Background: an optimization exercise with open tools, aiming at small area. Do not read the settings as production practice.
In this exercise RTL edits were held to simulation tests only and were not proved equivalent to the original.
No driver is modelled on the clock port, so clocking that relies on it looks cheaper here than on a real chip.
Power and IR drop assume default switching activity.

==> flow/design.v <==
`timescale 1ns/1ns
`default_nettype none
module crate_mapper
(
	input logic clk,
	input logic reset,
	input logic [16-1:0] fiber,
	input logic [8*16-1:0] channels,
	output logic frame_valid,
	output logic [(18+1)*38-1:0] frame
);
	localparam int NR = 18;
	localparam int NC = 38 - 1;
	localparam int NCH = 8;
	logic [4:0] phase;
	logic collect;
	logic first;
	logic [10-1:0] fiber_id;
	assign collect = (phase >= 5'd1) && (phase <= 5'd16);
	assign first = (phase == 5'd1);
	always_ff @(posedge clk)
	begin
		if (reset)
		begin
			phase <= 5'd0;
		end
		else if (phase == 5'd0)
		begin
			if (fiber == 16'hAAAA)
			begin
				phase <= 5'd1;
			end
		end
		else if (phase == 5'd18)
		begin
			phase <= 5'd0;
		end
		else
		begin
			phase <= phase + 5'd1;
		end
	end
	always_ff @(posedge clk)
	begin
		if (reset || phase != 5'd17)
		begin
			frame_valid <= 1'b0;
			fiber_id <= '0;
		end
		else
		begin
			frame_valid <= 1'b1;
			fiber_id <= fiber[10-1:0];
		end
	end
	logic [NCH*NR-1:0] row_hot;
	logic [NCH*NC-1:0] col_hot;
	genvar g_ch, g_r, g_c;
	generate
		for (g_ch = 0; g_ch < NCH; g_ch++)
		begin : g_chan
			logic [15:0] word;
			logic take;
			logic [1:0] row_s2;
			logic [3:0] row_s1;
			logic [3:0] row_s0;
			logic [2:0] col_s2;
			logic [3:0] col_s1;
			logic [3:0] col_s0;
			assign word = channels[g_ch*16 +: 16];
			assign take = collect && word[12];
			for (g_r = 0; g_r < 4; g_r++)
			begin : g_s
				assign row_s1[g_r] = (word[3:2] == 2'(g_r));
				assign row_s0[g_r] = (word[1:0] == 2'(g_r));
				assign col_s1[g_r] = (word[9:8] == 2'(g_r));
				assign col_s0[g_r] = (word[7:6] == 2'(g_r));
			end
			for (g_r = 0; g_r < 2; g_r++)
			begin : g_rs2
				assign row_s2[g_r] = take && (word[5:4] == 2'(g_r));
			end
			for (g_c = 0; g_c < 3; g_c++)
			begin : g_cs2
				assign col_s2[g_c] = (word[11:10] == 2'(g_c));
			end
			for (g_r = 0; g_r < NR; g_r++)
			begin : g_rd
				crate_line_and u_row
				(
					.a (row_s2[g_r / 16]),
					.b (row_s1[(g_r / 4) % 4]),
					.c (row_s0[g_r % 4]),
					.y (row_hot[g_ch*NR + g_r])
				);
			end
			for (g_c = 0; g_c < NC; g_c++)
			begin : g_cd
				crate_line_and u_col
				(
					.a (col_s2[g_c / 16]),
					.b (col_s1[(g_c / 4) % 4]),
					.c (col_s0[g_c % 4]),
					.y (col_hot[g_ch*NC + g_c])
				);
			end
		end
	endgenerate
	generate
		for (g_r = 0; g_r < NR; g_r++)
		begin : g_row
			assign frame[g_r*38] = 1'b0;
			for (g_c = 0; g_c < NC; g_c++)
			begin : g_col
				logic [NCH-1:0] rh;
				logic [NCH-1:0] ch;
				for (g_ch = 0; g_ch < NCH; g_ch++)
				begin : g_sel
					assign rh[g_ch] = row_hot[g_ch*NR + g_r];
					assign ch[g_ch] = col_hot[g_ch*NC + g_c];
				end
				crate_map_cell u_cell
				(
					.clk (clk),
					.keep (~first),
					.frame_valid (frame_valid),
					.row_hot (rh),
					.col_hot (ch),
					.frame_bit (frame[g_r*38 + g_c + 1])
				);
			end
		end
	endgenerate
	assign frame[721] = frame_valid;
	assign frame[720:710] = frame_valid ? 11'h400 : 11'h000;
	assign frame[709:700] = fiber_id;
	assign frame[699:684] = frame_valid ? 16'hAAAA : 16'h0000;
endmodule
`default_nettype wire
`default_nettype none
module crate_map_cell
(
	input logic clk,
	input logic keep,
	input logic frame_valid,
	input logic [8-1:0] row_hot,
	input logic [8-1:0] col_hot,
	output logic frame_bit
);
	logic q;
	logic [2:0] none;
	crate_and_or3_n u_g0
	(
		.a ({row_hot[2:0]}),
		.b ({col_hot[2:0]}),
		.y_n (none[0])
	);
	crate_and_or3_n u_g1
	(
		.a ({row_hot[5:3]}),
		.b ({col_hot[5:3]}),
		.y_n (none[1])
	);
	crate_and_or3_n u_g2
	(
		.a ({row_hot[7:6], q}),
		.b ({col_hot[7:6], keep}),
		.y_n (none[2])
	);
	always_ff @(posedge clk)
	begin
		q <= ~&none;
	end
	assign frame_bit = q & frame_valid;
endmodule
module crate_line_and
(
	input logic a,
	input logic b,
	input logic c,
	output logic y
);
	assign y = a & b & c;
endmodule
module crate_and_or3_n
(
	input logic [2:0] a,
	input logic [2:0] b,
	output logic y_n
);
	assign y_n = ~|(a & b);
endmodule
`default_nettype wire
Settings: LEC_CHECK=0, CAP_MARGIN=20, CORE_MARGIN=2, CORE_UTILIZATION=30, CTS_BUF_LIST=sky130_fd_sc_hd__clkbuf_8, CTS_CLUSTER_DIAMETER=60, CTS_CLUSTER_SIZE=16, SLEW_MARGIN=20, SYNTH_HIERARCHICAL=1; clock period 6.0 ns.
standard.sh (not shown) runs the stock make flow with config.mk's settings and CLKGATE_MAP_FILE= SYNTH_SCRIPT=/design/flow/synth_recipe.tcl, a recipe that flattens the netlist after the stock synthesis.
==> flow/flow/run.sh <==
#!/bin/bash
# The standard layout with two changes:
#  - port buffers are the minimum-size buf_1 instead of the delay cells
#    buffer_ports picks by default;
#  - after the floorplan, flow/grid.py places the map cells in a regular grid
#    (one tile per map bit) and fixes them, before the standard placement
#    places everything else around them.
# Each tool's output goes to a log of its own in this folder.
set -euo pipefail
export BUFFER_PORTS_ARGS="-buffer_cell sky130_fd_sc_hd__buf_1"
R=orfs/results/$FLOW_PLATFORM/crate_mapper/base
bash standard.sh floorplan > standard_floorplan.log 2>&1
openroad -python -exit flow/grid.py $R/2_floorplan.odb $R/2_floorplan.odb > grid.log 2>&1
bash standard.sh finish > standard_finish.log 2>&1
==> flow/flow/grid.py <==
# Places the map cells of crate_mapper in a regular grid before global placement:
# map bit (r, c) gets a tile in row band r and column c, and its six cells
# (flip-flop, three a222oi, nand3, frame and2) are put legally inside the tile and
# marked FIRM so that the placer routes the rest around them.
# usage: openroad -python -exit grid.py IN.odb OUT.odb
import sys, re, bisect
from openroad import Design, Tech
import odb

NR, NC = 18, 37
src, dst = sys.argv[1], sys.argv[2]
tech = Tech()
design = Design(tech)
design.readDb(src)
block = design.getBlock()

rows = sorted(block.getRows(), key=lambda r: r.getOrigin()[1])
site_w = rows[0].getSite().getWidth()
row_h = rows[0].getSite().getHeight()
x0 = rows[0].getOrigin()[0]
nsites = rows[0].getSiteCount()
y0 = rows[0].getOrigin()[1]
nrows = len(rows)

# occupied site intervals per row, from the cells already placed (tap cells)
occ = [[] for _ in rows]
def mark(ri, s, w):
    bisect.insort(occ[ri], (s, s + w))
for inst in block.getInsts():
    if inst.getPlacementStatus() in ("NONE", "UNPLACED"):
        continue
    bb = inst.getBBox()
    ri = (bb.yMin() - y0) // row_h
    s = (bb.xMin() - x0) // site_w
    w = -(-(bb.xMax() - bb.xMin()) // site_w)
    if 0 <= ri < nrows:
        mark(ri, s, w)

def free(ri, s, w):
    if s < 0 or s + w > nsites:
        return False
    iv = occ[ri]
    k = bisect.bisect_left(iv, (s + w, -1))
    if k > 0 and iv[k - 1][1] > s:
        return False
    return True

def find(ri, st, w, span):
    for d in range(span):
        for s in (st - d, st + d):
            if free(ri, s, w):
                return s
    return None

def place(inst, xt, yt):
    w = -(-inst.getMaster().getWidth() // site_w)
    rt = int((yt - y0) // row_h)
    st = int(round((xt - x0) / site_w - w / 2))
    best = None
    for dr in range(0, 12):
        for ri in {rt - dr, rt + dr}:
            if not 0 <= ri < nrows:
                continue
            s = find(ri, st, w, 60)
            if s is None:
                continue
            cost = abs(s - st) * site_w + abs(ri - rt) * row_h
            if best is None or cost < best[0]:
                best = (cost, ri, s)
        if best is not None and best[0] <= dr * row_h:
            break
    if best is None:
        raise SystemExit("no room for " + inst.getName())
    _, ri, s = best
    mark(ri, s, w)
    row = rows[ri]
    inst.setOrient(row.getOrient())
    inst.setLocation(x0 + s * site_w, row.getOrigin()[1])
    inst.setPlacementStatus("FIRM")

def driver(net):
    for it in net.getITerms():
        if it.isOutputSignal():
            return it.getInst()
    return None

def iterm(inst, name):
    for it in inst.getITerms():
        if it.getMTerm().getName() == name:
            return it
    return None

core = block.getCoreArea()
cw = (core.xMax() - core.xMin()) / NC
ch = (core.yMax() - core.yMin()) / NR
pat = re.compile(r"g_row\\?\[(\d+)\\?\]\.g_col\\?\[(\d+)\\?\]\.u_cell\.q")
bits = []
for inst in list(block.getInsts()):
    m = pat.match(inst.getName())
    if not m:
        continue
    r, c = int(m.group(1)), int(m.group(2))
    ff = inst
    nand = driver(iterm(ff, "D").getNet())
    aois = [driver(iterm(nand, p).getNet()) for p in ("A", "B", "C")]
    frame_and = None
    for it in iterm(ff, "Q").getNet().getITerms():
        i = it.getInst()
        if i != ff and i.getMaster().getName().startswith("sky130_fd_sc_hd__and2"):
            frame_and = i
    cells = [ff, nand, frame_and] + aois
    assert all(x is not None for x in cells), inst.getName()
    bits.append((r, c, ff, nand, frame_and, aois))

# Flip-flops gather in groups of eight, four columns wide and two row bands
# high, at the edge the two bands share, so that short clock nets reach them.
GROUP = 4
ff_w = None
for r, c, ff, nand, frame_and, aois in sorted(bits, key=lambda b: (b[0], b[1])):
    if ff_w is None:
        ff_w = ff.getMaster().getWidth()
    g0 = (c // GROUP) * GROUP
    n = min(GROUP, NC - g0)
    gx = core.xMin() + (g0 + n / 2) * cw
    xf = gx + (c - g0 - (n - 1) / 2) * ff_w
    xc = core.xMin() + (c + 0.5) * cw
    yb = core.yMin() + r * ch
    if r % 2 == 0:
        d = -1
        yf = yb + ch - row_h / 2
    else:
        d = 1
        yf = yb + row_h / 2
    place(ff, xf, yf)
    place(aois[0], xc - 4 * site_w, yf + d * row_h)
    place(aois[1], xc + 4 * site_w, yf + d * row_h)
    place(aois[2], xc - 3 * site_w, yf + 2 * d * row_h)
    place(nand, xc + 4 * site_w, yf + 2 * d * row_h)
    place(frame_and, xc, yf + 3 * d * row_h)
print("grid.py: placed", len(bits), "map bits")
design.writeDb(dst)
The first run ran to the end with violations: capacitance limit, slew limit.
==> next run, changes <==
--- a/flow/flow/grid.py
+++ b/flow/flow/grid.py
@@ -9,4 +9,5 @@
 
 NR, NC = 18, 37
+PAD = 1
 src, dst = sys.argv[1], sys.argv[2]
 tech = Tech()
@@ -62,5 +63,7 @@
             if not 0 <= ri < nrows:
                 continue
-            s = find(ri, st, w, 60)
+            s = find(ri, st - PAD, w + 2 * PAD, 60)
+            if s is not None:
+                s += PAD
             if s is None:
                 continue
@@ -73,5 +76,6 @@
         raise SystemExit("no room for " + inst.getName())
     _, ri, s = best
-    mark(ri, s, w)
+    # keep one free site on each side of a map cell
+    mark(ri, s - PAD, w + 2 * PAD)
     row = rows[ri]
     inst.setOrient(row.getOrient())
@@ -132,9 +136,10 @@
         d = 1
         yf = yb + row_h / 2
+    # a few free sites between the cells of a tile leave room for pin access
     place(ff, xf, yf)
-    place(aois[0], xc - 4 * site_w, yf + d * row_h)
-    place(aois[1], xc + 4 * site_w, yf + d * row_h)
-    place(aois[2], xc - 3 * site_w, yf + 2 * d * row_h)
-    place(nand, xc + 4 * site_w, yf + 2 * d * row_h)
+    place(aois[0], xc - 5.5 * site_w, yf + d * row_h)
+    place(aois[1], xc + 5.5 * site_w, yf + d * row_h)
+    place(aois[2], xc - 5 * site_w, yf + 2 * d * row_h)
+    place(nand, xc + 5 * site_w, yf + 2 * d * row_h)
     place(frame_and, xc, yf + 3 * d * row_h)
 print("grid.py: placed", len(bits), "map bits")
--- a/flow/config.mk
+++ b/flow/config.mk
@@ -6,10 +6,11 @@
 export NUM_CORES = 8
 export LEC_CHECK = 0
-export CAP_MARGIN = 20
+export CAP_MARGIN = 35
+export CORE_ASPECT_RATIO = 0.6
 export CORE_MARGIN = 2
 export CORE_UTILIZATION = 30
 export CTS_BUF_LIST = sky130_fd_sc_hd__clkbuf_8
-export CTS_CLUSTER_DIAMETER = 60
-export CTS_CLUSTER_SIZE = 16
-export SLEW_MARGIN = 20
+export CTS_CLUSTER_DIAMETER = 50
+export CTS_CLUSTER_SIZE = 12
+export SLEW_MARGIN = 35
 export SYNTH_HIERARCHICAL = 1
- This time the run produced a clean layout
- register-to-register slack is better by 0.30 ns
- die area stays flat
- sequential share of layout area goes down by 0.41 points
- utilization climbs by 0.82 points
- critical path depth shrinks by 1
- final area rises by about 1.6%
==> next run, changes <==
==> flow/flow/run.sh (replaced) <==
#!/bin/bash
# The standard layout with these changes:
#  - port buffers are the minimum-size buf_1 instead of the delay cells
#    buffer_ports picks by default;
#  - after the floorplan, flow/grid.py places the map cells in a regular grid
#    (one tile per map bit) and fixes them, and gives each group of eight map
#    flip-flops a clock buffer of its own, before the standard placement places
#    everything else around them;
#  - clock tree synthesis builds the tree on the clock net only, from the clock
#    port to those leaf buffers and the other flip-flops.
# Each tool's output goes to a log of its own in this folder.
set -euo pipefail
export BUFFER_PORTS_ARGS="-buffer_cell sky130_fd_sc_hd__buf_1"
export PRE_CTS_TCL=$PWD/flow/undont.tcl
export CTS_ARGS="-sink_clustering_enable -repair_clock_nets -sink_clustering_size 12 -sink_clustering_max_diameter 50 -buf_list sky130_fd_sc_hd__clkbuf_8 -clk_nets clk"
R=orfs/results/$FLOW_PLATFORM/crate_mapper/base
bash standard.sh floorplan > standard_floorplan.log 2>&1
openroad -python -exit flow/grid.py $R/2_floorplan.odb $R/2_floorplan.odb > grid.log 2>&1
bash standard.sh finish > standard_finish.log 2>&1
--- a/flow/flow/grid.py
+++ b/flow/flow/grid.py
@@ -10,4 +10,5 @@
 NR, NC = 18, 37
 PAD = 1
+LEAF_BUF = "sky130_fd_sc_hd__clkbuf_4"
 src, dst = sys.argv[1], sys.argv[2]
 tech = Tech()
@@ -144,3 +145,28 @@
     place(frame_and, xc, yf + 3 * d * row_h)
 print("grid.py: placed", len(bits), "map bits")
+
+# One clock buffer per group of flip-flops, placed between its two rows of
+# flip-flops; clock tree synthesis then only has to reach these leaf buffers.
+clk = block.findNet("clk")
+leaf_master = None
+for lib in block.getDataBase().getLibs():
+    leaf_master = leaf_master or lib.findMaster(LEAF_BUF)
+groups = {}
+for r, c, ff, nand, frame_and, aois in bits:
+    groups.setdefault((r // 2, c // GROUP), []).append(ff)
+for (gr, gc), ffs in sorted(groups.items()):
+    buf = odb.dbInst_create(block, leaf_master, "clk_leaf_%d_%d" % (gr, gc))
+    net = odb.dbNet_create(block, "clk_leaf_net_%d_%d" % (gr, gc))
+    net.setSigType("CLOCK")
+    buf.findITerm("A").connect(clk)
+    buf.findITerm("X").connect(net)
+    for ff in ffs:
+        it = iterm(ff, "CLK")
+        it.disconnect()
+        it.connect(net)
+    xs = [ff.getBBox().xMin() + ff.getBBox().getDX() / 2 for ff in ffs]
+    ys = [ff.getBBox().yMin() + ff.getBBox().getDY() / 2 for ff in ffs]
+    place(buf, sum(xs) / len(xs), sum(ys) / len(ys))
+    buf.setDoNotTouch(True)
+print("grid.py: placed", len(groups), "clock leaf buffers")
 design.writeDb(dst)
==> flow/flow/undont.tcl (new file) <==
# Clock tree synthesis has to connect the clock leaf buffers that grid.py added,
# which stay dont-touch through placement so that no buffer removal takes them out.
foreach inst [[ord::get_db_block] getInsts] {
  if {[string match "clk_leaf_*" [$inst getName]]} {
    $inst setDoNotTouch 0
  }
}
=> The new run finished clean; sequential power is about the same; worst hold slack degrades by 0.020 ns; global-route usage went down by 0.18 points; clock power went down by a quarter to a third; cell area went down slightly; synthesized area does not change; die area stays the same; final cell count went down slightly; utilization went down by 0.64 points.

-- what the ideal ports hide --
The results above use ideal ports. As a check the final layouts listed here were re-extracted and re-timed, cells and wires unchanged.
Step 1, drivers: a clkbuf_16 drives clk and a buf_2 each remaining input, both assumed.
Step 2 also shifts input and output timing later by t, the mid clock arrival at the registers, as if the neighbouring blocks saw the same clock.
Slacks: ideal / step 1 / step 2; pairs: ideal / step 1.
run	shift t [ns]	setup WS [ns]	slew at the worst register clock pin (ns)	worst data-port slew with drivers (ns)
the first run	0.933	1.708 / 1.613 / 1.798	0.09 / 0.09	0.45
the second run	0.925	1.766 / 1.678 / 2.178	0.09 / 0.09	0.18
the third run	1.042	1.751 / 1.659 / 2.119	0.09 / 0.09	0.20
